What follows belongs to an exercise in optimizing a design on an open flow for small area, a short achievable clock period and few clock cycles; a production flow would make more cautious choices.
For this run, only the layout was checked, not whether the RTL still works.

[flow/design.v]
package mips_cpu_muldiv_pkg;
  typedef enum logic [2:0] {
    MULT  = 3'd0,
    MULTU = 3'd1,
    DIV   = 3'd2,
    DIVU  = 3'd3,
    MTHI  = 3'd4,
    MTLO  = 3'd5
  } muldiv_op_t;
endpackage
module mips_cpu_muldiv_cls (
  input  logic [35:0] v,
  output logic [5:0]  n
);
  logic [35:0] m;
  assign m = v ^ {36{v[35]}};
  always_comb begin
    n = 6'd36;
    for (int i = 0; i < 36; i++)
      if (m[i]) n = 35 - i;
  end
endmodule
import mips_cpu_muldiv_pkg::*;
module mips_cpu_muldiv (
  input  logic        clk,
  input  logic        rst,
  input  logic        start,
  input  logic [2:0]  op,
  input  logic [31:0] a,
  input  logic [31:0] b,
  input  logic        flush,
  output logic        busy,
  output logic        done,
  output logic        div_by_zero,
  output logic [31:0] hi,
  output logic [31:0] lo
);
  localparam logic [1:0] PH_SETUP = 2'd0, PH_MITER = 2'd1, PH_DITER = 2'd2, PH_DFIN = 2'd3;
  mips_cpu_muldiv_pkg::muldiv_op_t bus_op;
  assign bus_op = mips_cpu_muldiv_pkg::muldiv_op_t'(op);
  logic        busy_q, done_q, dbz_q;
  logic [1:0]  ph_q;
  logic        mul_q, sa_q, sb_q;
  logic [4:0]  cnt_q;
  logic [35:0] x_q, y_q;
  logic [63:0] p_q;
  logic [31:0] hi_q, lo_q;
  logic accept, sgn_in;
  assign accept = start & ~flush & ~busy_q;
  assign sgn_in = (bus_op == MULT) | (bus_op == DIV);
  logic [5:0] ca, cb;
  mips_cpu_muldiv_cls u_cls_a (.v(x_q), .n(ca));
  mips_cpu_muldiv_cls u_cls_b (.v(y_q), .n(cb));
  logic [3:0]  ja, jb;
  logic        swap;
  logic [6:0]  s_full;
  logic [4:0]  s_div;
  logic        div_early;
  logic [35:0] sh_in, sh_out;
  logic [5:0]  sh_amt;
  assign ja   = ca[5:2] - {3'b0, ~|ca[1:0]};
  assign jb   = cb[5:2] - {3'b0, ~|cb[1:0]};
  assign swap = ja > jb;                        
  assign s_full    = {1'b0, cb} - {1'b0, ca} + {6'b0, x_q[35]};
  assign div_early = s_full[6];
  assign s_div     = (s_full[5:0] > 6'd31) ? 5'd31 : s_full[4:0];
  assign sh_in  = (mul_q & swap) ? x_q : y_q;
  assign sh_amt = mul_q ? {(swap ? ja : jb), 2'b00} : {1'b0, s_div};
  assign sh_out = sh_in << sh_amt;
  logic [2:0]  bd1, bd0;
  logic [63:0] xs, t1, t2, t3, cs_s, cs_c, sum;
  logic        dsub;
  assign bd1  = {y_q[35], (y_q[35] & ~y_q[34] & ~y_q[33]) | (~y_q[35] & y_q[34] & y_q[33]), y_q[34] ^ y_q[33]};
  assign bd0  = {y_q[33], (y_q[33] & ~y_q[32] & ~y_q[31]) | (~y_q[33] & y_q[32] & y_q[31]), y_q[32] ^ y_q[31]};
  assign xs   = {{28{x_q[35]}}, x_q};
  assign dsub = (sa_q == sb_q);
  logic        miter;
  logic [63:0] m1, m0;
  assign miter = (ph_q == PH_MITER);
  assign m1 = bd1[0] ? xs : (bd1[1] ? {xs[62:0], 1'b0} : 64'd0);
  assign m0 = bd0[0] ? xs : (bd0[1] ? {xs[62:0], 1'b0} : 64'd0);
  assign t1 = miter ? {p_q[59:0], 1'b0, bd1[2], 2'b00} : p_q;
  assign t2 = miter ? {(bd1[2] ? ~m1[61:0] : m1[61:0]), 2'b00} : 64'd0;
  assign t3 = miter ? (bd0[2] ? ~m0 : m0) : (dsub ? ~xs : xs);
  assign cs_s = t1 ^ t2 ^ t3;
  assign cs_c = {((t1[62:0] & t2[62:0]) | (t1[62:0] & t3[62:0]) | (t2[62:0] & t3[62:0])),
                 miter ? bd0[2] : dsub};
  assign sum  = cs_s + cs_c;
  logic [35:0] rr, tt;
  logic        tzero, dacc;
  assign rr    = p_q[35:0];
  assign tt    = sum[35:0];
  assign tzero = dsub ? (rr == x_q) : ((rr ^ x_q) == {(rr[34:0] | x_q[34:0]), 1'b0});
  assign dacc  = sa_q ? (tt[35] | tzero) : ~tt[35];
  logic [31:0] qneg;
  assign qneg = -y_q[31:0];
  always_ff @(posedge clk) begin
    if (rst) begin
      busy_q <= 1'b0;
      done_q <= 1'b0;
      dbz_q  <= 1'b0;
      hi_q   <= '0;
      lo_q   <= '0;
    end else begin
      done_q <= 1'b0;
      dbz_q  <= 1'b0;
      if (!busy_q) begin
        if (accept) begin
          case (bus_op)
            MTHI: begin hi_q <= a; done_q <= 1'b1; end
            MTLO: begin lo_q <= a; done_q <= 1'b1; end
            MULT, MULTU: busy_q <= 1'b1;
            DIV, DIVU: begin
              if (b == 32'd0) begin done_q <= 1'b1; dbz_q <= 1'b1; end
              else busy_q <= 1'b1;
            end
            default: ;
          endcase
        end
      end else if (flush) begin
        busy_q <= 1'b0;
      end else begin
        case (ph_q)
          PH_SETUP: if (!mul_q && div_early) begin
            hi_q   <= x_q[31:0];
            lo_q   <= 32'd0;
            done_q <= 1'b1;
            busy_q <= 1'b0;
          end
          PH_MITER: if (cnt_q == 5'd0) begin
            {hi_q, lo_q} <= sum;
            done_q <= 1'b1;
            busy_q <= 1'b0;
          end
          PH_DFIN: begin
            hi_q   <= p_q[31:0];
            lo_q   <= (sa_q ^ sb_q) ? qneg : y_q[31:0];
            done_q <= 1'b1;
            busy_q <= 1'b0;
          end
          default: ;
        endcase
      end
    end
  end
  always_ff @(posedge clk) begin
    if (!busy_q) begin
      ph_q  <= PH_SETUP;
      mul_q <= (bus_op == MULT) | (bus_op == MULTU);
      x_q   <= {{4{sgn_in & a[31]}}, a};
      y_q   <= {{4{sgn_in & b[31]}}, b};
    end else begin
      case (ph_q)
        PH_SETUP: begin
          sa_q <= x_q[35];
          sb_q <= y_q[35];
          if (mul_q) begin
            ph_q  <= PH_MITER;
            x_q   <= swap ? y_q : x_q;
            y_q   <= sh_out;
            p_q   <= 64'd0;
            cnt_q <= {1'b0, 4'd8 - (swap ? ja : jb)};
          end else begin
            ph_q  <= PH_DITER;
            x_q   <= sh_out;
            y_q   <= 36'd0;
            p_q   <= {{28{x_q[35]}}, x_q};
            cnt_q <= s_div;
          end
        end
        PH_MITER: begin
          p_q   <= sum;
          y_q   <= {y_q[31:0], 4'd0};
          cnt_q <= cnt_q - 5'd1;
        end
        PH_DITER: begin
          if (dacc) p_q[35:0] <= tt;
          y_q   <= {y_q[34:0], dacc};
          x_q   <= {x_q[35], x_q[35:1]};
          cnt_q <= cnt_q - 5'd1;
          if (cnt_q == 5'd0) ph_q <= PH_DFIN;
        end
        default: ;
      endcase
    end
  end
  assign busy        = busy_q;
  assign done        = done_q;
  assign div_by_zero = dbz_q;
  assign hi          = hi_q;
  assign lo          = lo_q;
endmodule
[flow/run.sh]
#!/bin/bash
# synth_recipe.tcl (not shown) runs the flow's synth.tcl, then flattens the netlist and writes it again
# the make line also repeats each setting of config.mk as NAME=value (left out here)
make -C /OpenROAD-flow-scripts/flow DESIGN_CONFIG=/design/flow/config.mk WORK_HOME=/design/flow/orfs CLKGATE_MAP_FILE= SYNTH_SCRIPT=/design/flow/synth_recipe.tcl finish
[flow/config.mk]
export PLATFORM = sky130hd
export DESIGN_NAME = mips_cpu_muldiv
export DESIGN_NICKNAME = mips_cpu_muldiv
export VERILOG_FILES = /design/flow/design.v
export SDC_FILE = /design/flow/constraint.sdc
export NUM_CORES = 4
export LEC_CHECK = 0
export CAP_MARGIN = 20
export CORE_MARGIN = 2
export CORE_UTILIZATION = 40
export SLEW_MARGIN = 20
[flow/constraint.sdc]
create_clock -name core_clock -period 11.0 [get_ports {clk}]
set_input_delay 2.2000 -clock core_clock [delete_from_list [all_inputs] [get_ports {clk}]]
set_output_delay 2.2000 -clock core_clock [all_outputs]
set_load 0.01 [all_outputs]
==> results.yml <==
yosys:
  synth_common_cells: "338 x nand2_1, 298 x nor2_1, 292 x a21oi_1"
  synth_top_family_by_area: "compound AO/OA/AOI/OAI gates"
  yosysUniqueCellTypes: 97
  synth_xor_area_share_pct: 6.96
  synthMuxAreaShare_pct: 4.80
  postSynthCellCount: 3369
  synthSimpleGateAreaFrac_pct: 16.9
  synth_edf_count: 143
  ys_warn_count: 2
  synth.most_common_cell: "nand2_1"
  synth-seq-cells: 212
  yosysTopAreaCellShare_pct: 16.6
  syn_nets: 3635
  ys_async_sr_fraction_pct: 0
  synth_top_cell_by_area: "edfxtp_1"
  synth.top_cells.by_area: "edfxtp_1 17%, ha_1 6.4%, a21oi_1 5.6%"
  ys.flop_type: "edfxtp_1"
  yosys.area_share.adder_pct: 11.2
  syn_area_mm2: 0.0259
  seq_area_frac_synth_pct: 21.9
  synth_compound_area_share_pct: 31.2
  avgSynthCellArea_um2: 7.69
timing:
  worst_pin_slew_ns: 1.19
  hold_ws_ns: 0.452
  fin_skew_ns: 0.0204
  rsz0062_at_grt: "no"
  max_slew_margin_pct: 20.0
  slew_violations: 0
  fin_setup_tns_ns: 0
  hold_viol: 0
  period_share_pct: 74.1
  max_freq_ghz: 0.123
  setup_viol: 0
  fin_crit_ns: 8.15
cts:
  numCtsBuffers: 27
  clk_latency_ns: 0.60
  cts_max_level: 1
  postCtsSetupBuffers: 0
  cts_tree: "built"
  cts_resized: 0
  cts.clk_slew.worst_paths_ns: 0.06
  clockBufferDepth: 3
  cts_hold_buf: 0
  cts_root_buf: "clkbuf_16"
  cts_sinks: 212
die:
  fp.dieArea_mm2: 0.0668
  dieHeight_um: 258
  fp.dieW_um: 258
  rows: 93
  initial_utilization_pct: 40.3
  core_mm2: 0.0642
  ios: 138
critical_path:
  arrival_ns: 8.43
  critPathMaxStageDelay_ns: 0.67
  cp.required_ns: 11.29
  crit_type: "reg2reg"
  crit_fanout: 40
  r2r-start: "y_q[35]"
  cp-end-kind: "flop"
  startpoint: "y_q[35]"
  crit_chain: "inv_2 > buf_4 > ha_1 > nand3_1 > nand2_1 > buf_4 > a22oi_1 > xnor2_1 > nor2_1 > fa_1 > ha_1 > nand4_1 > or3_1 > a2111oi_0 > nor3_2 > o21ai_1 > a21oi_1 > xnor2_1 > mux2i_1 > a21oi_1 > nor2_4 > buf_16"
  startpoint_type: "flop"
  cp_slowest_cell: "mux2i_1"
  ff2ff_setup_slack_ns: 2.85
finish:
  fin_util_pct: 44.7
  nets: 3560
  fill_cells: 6470
  drive_above_1_share_pct: 7.30
  syn_to_final_growth_pct: 11.0
  seqCellArea_mm2: 0.00568
  fin_cells: 4171
  multi_input_area_mm2: 0.0185
placed_design:
  placed_cells: 4120
  dp_hpwl_um: 93200
  gp_congestion: 1.04
  portBuffers: 137
drt:
  postRouteAntennaNets: 0
  dr_wl_met2_um: 53800
  dr_wl_met3_um: 12900
  wl_um: 125000
  num_vias: 27762
  drtIter0Drc: 4256
  first_pass_iters: 8
  topRoutingLayerUsed: "met4"
  wl_per_cell_um: 29.9
  drcViolationCount: 0
  viasPerCell: 6.66
  wl_met1_um: 47700
power_and_ir_drop:
  total_power_mw: 6.85
  ir_drop_v: 0.000273
  netSwitchingFraction_pct: 55.0
  seqPwrFrac_pct: 15.5
  internal-power_mw: 3.08
  power_leakage_nw: 10.8
  comb_power_share_pct: 70.4
  powerDensity_mw_per_mm2: 238
  clock_power_share_pct: 14.2
  switching_power_mw: 3.77
grt:
  grt_pass1_wl_um: 179000
  grt_max_degree: 118
  grtUsageTotal_pct: 35.9
  antenna_found_initial: 3
  grt_pass1_vias: 25880
  grt.overflow.total: 0
outcome:
  status: "no timing/DRC/antenna violations"
hold_path:
  hold_path.class: "reg2reg"
  worst_hold_startpoint: "hi_q[17]"
job:
  drv_cap: 0
[through the flow]
step / worst slack (ns) / cell area (um^2)
floorplan: 3.21 / 25900
global placement: 2.79 / 27800
detailed placement: 3.07 / 27800
CTS: 3.02 / 28700
global route: 2.51 / 28700
finish: 2.85 / 28700
[cell type report]
cell class,count,area share [%]
Sequential cell,212,19.8
Tap cell,855,3.72
Antenna cell,1,0.00871
Clock buffer,41,2.96
Timing Repair Buffer,218,7.01
Multi-Input combinational cell,2695,64.4
Clock inverter,9,0.292
Inverter,140,1.83
[sequential cells by signal, summed over array words and instances, names as in the netlist]
signal,count
mul_q,1
busy_q,1
ph_q,2
lo_q,32
done_q,1
sa_q,1
cnt_q,5
dbz_q,1
y_q,36
p_q,63
hi_q,32
x_q,36
sb_q,1
[cell families (layout without fill, tap and decap cells)]
group | count (synthesis) | count (layout)
other cells | 0 | 1
buf+inv | 462 | 408
compound gates | 1213 | 1213
flops | 212 | 212
fa+ha+maj | 195 | 195
xor+xnor | 205 | 205
mux | 115 | 115
simple gates | 967 | 967
[cell usage in the layout, fill, tap and decap left out, types with 13 or more instances in the layout]
cell and count:
and3_1 14, clkdlybuf4s50_1 136, edfxtp_1 143, a21oi_1 291, inv_1 137, a22o_1 37
o22ai_1 60, mux2_2 49, nor2b_1 19, a2111oi_0 13, nor3_1 53, mux2i_1 62
a211oi_1 38, nand3_1 75, ha_1 129, xor2_1 51, o21bai_1 19, a22oi_1 109
clkbuf_16 30, nand4_1 33, a21o_1 69, buf_4 78, nor4_1 35, nand2_1 338
o211ai_1 48, o31ai_1 54, o21ai_1 19, nand2b_1 22, or3_1 22, o21ai_0 212
dfxtp_1 68, a221oi_1 63, fa_1 62, xnor2_1 150, a31oi_1 30, nor2_1 293
o21a_1 13
[worst max-delay path: cells and delay by family (launching register included)]
family,cells,cell delay [ns]
AOI/OAI and AO/OA,5,1.31
DFF,1,0.61
adders and majority gates,3,1.16
xor gates and xnor gates,2,0.79
muxes,1,0.67
buffers and inverters,4,1.41
and+or+nand+nor,7,1.80
[final timing paths]
path / to / cells after the start
worst min-delay path: hi_q[17] / 2
worst max-delay path: p_q[35] / 22
worst min register to register: hi_q[17] / 2
worst max register to register: p_q[35] / 22
[layer usage]
metal	track usage [%]	vias up
met4	23.8	0
met3	6.58	437
met5	0	-
met1	46.2	13128
met2	55.0	1878
li1	-	12319
[power by group through the flow]
stage / clock network (mW) / registers, mW / logic [mW]
after global placement: 0 / 1.06 / 4.64
after floorplan: 0 / 0.985 / 3.17
after CTS: 0.965 / 1.05 / 4.61
final: 0.970 / 1.06 / 4.82
after global routing: 0.993 / 1.06 / 5.04
after detailed placement: 0 / 1.06 / 4.59

separate check: timing with driven ports:
Ports are ideal in the flow. The routed layout listed here was re-timed in OpenROAD. Step 1 sets driving cells, clkbuf_16 on the clock port and buf_2 on the other inputs (assumed; they add their load-dependent delay and slew). Step 2 times the ports against the registers' clock, not the clock port: input delays grow and output delays shrink by t, the midpoint of the rising clock arrivals with the driver on. Slacks: ideal ports / drivers / drivers and shift; pairs: ideal ports / drivers.
t, ns: 0.653
slack for setup (ns): 2.854 / 2.854 / 2.854
worst setup path after step 2: register to register
latest minus earliest clock arrival (ns): 0.022 / 0.022
After both steps this run still meets setup and hold. For this run, drivers alone change the setup slack by 0.000 ns; drivers and shift together by 0.000 ns.
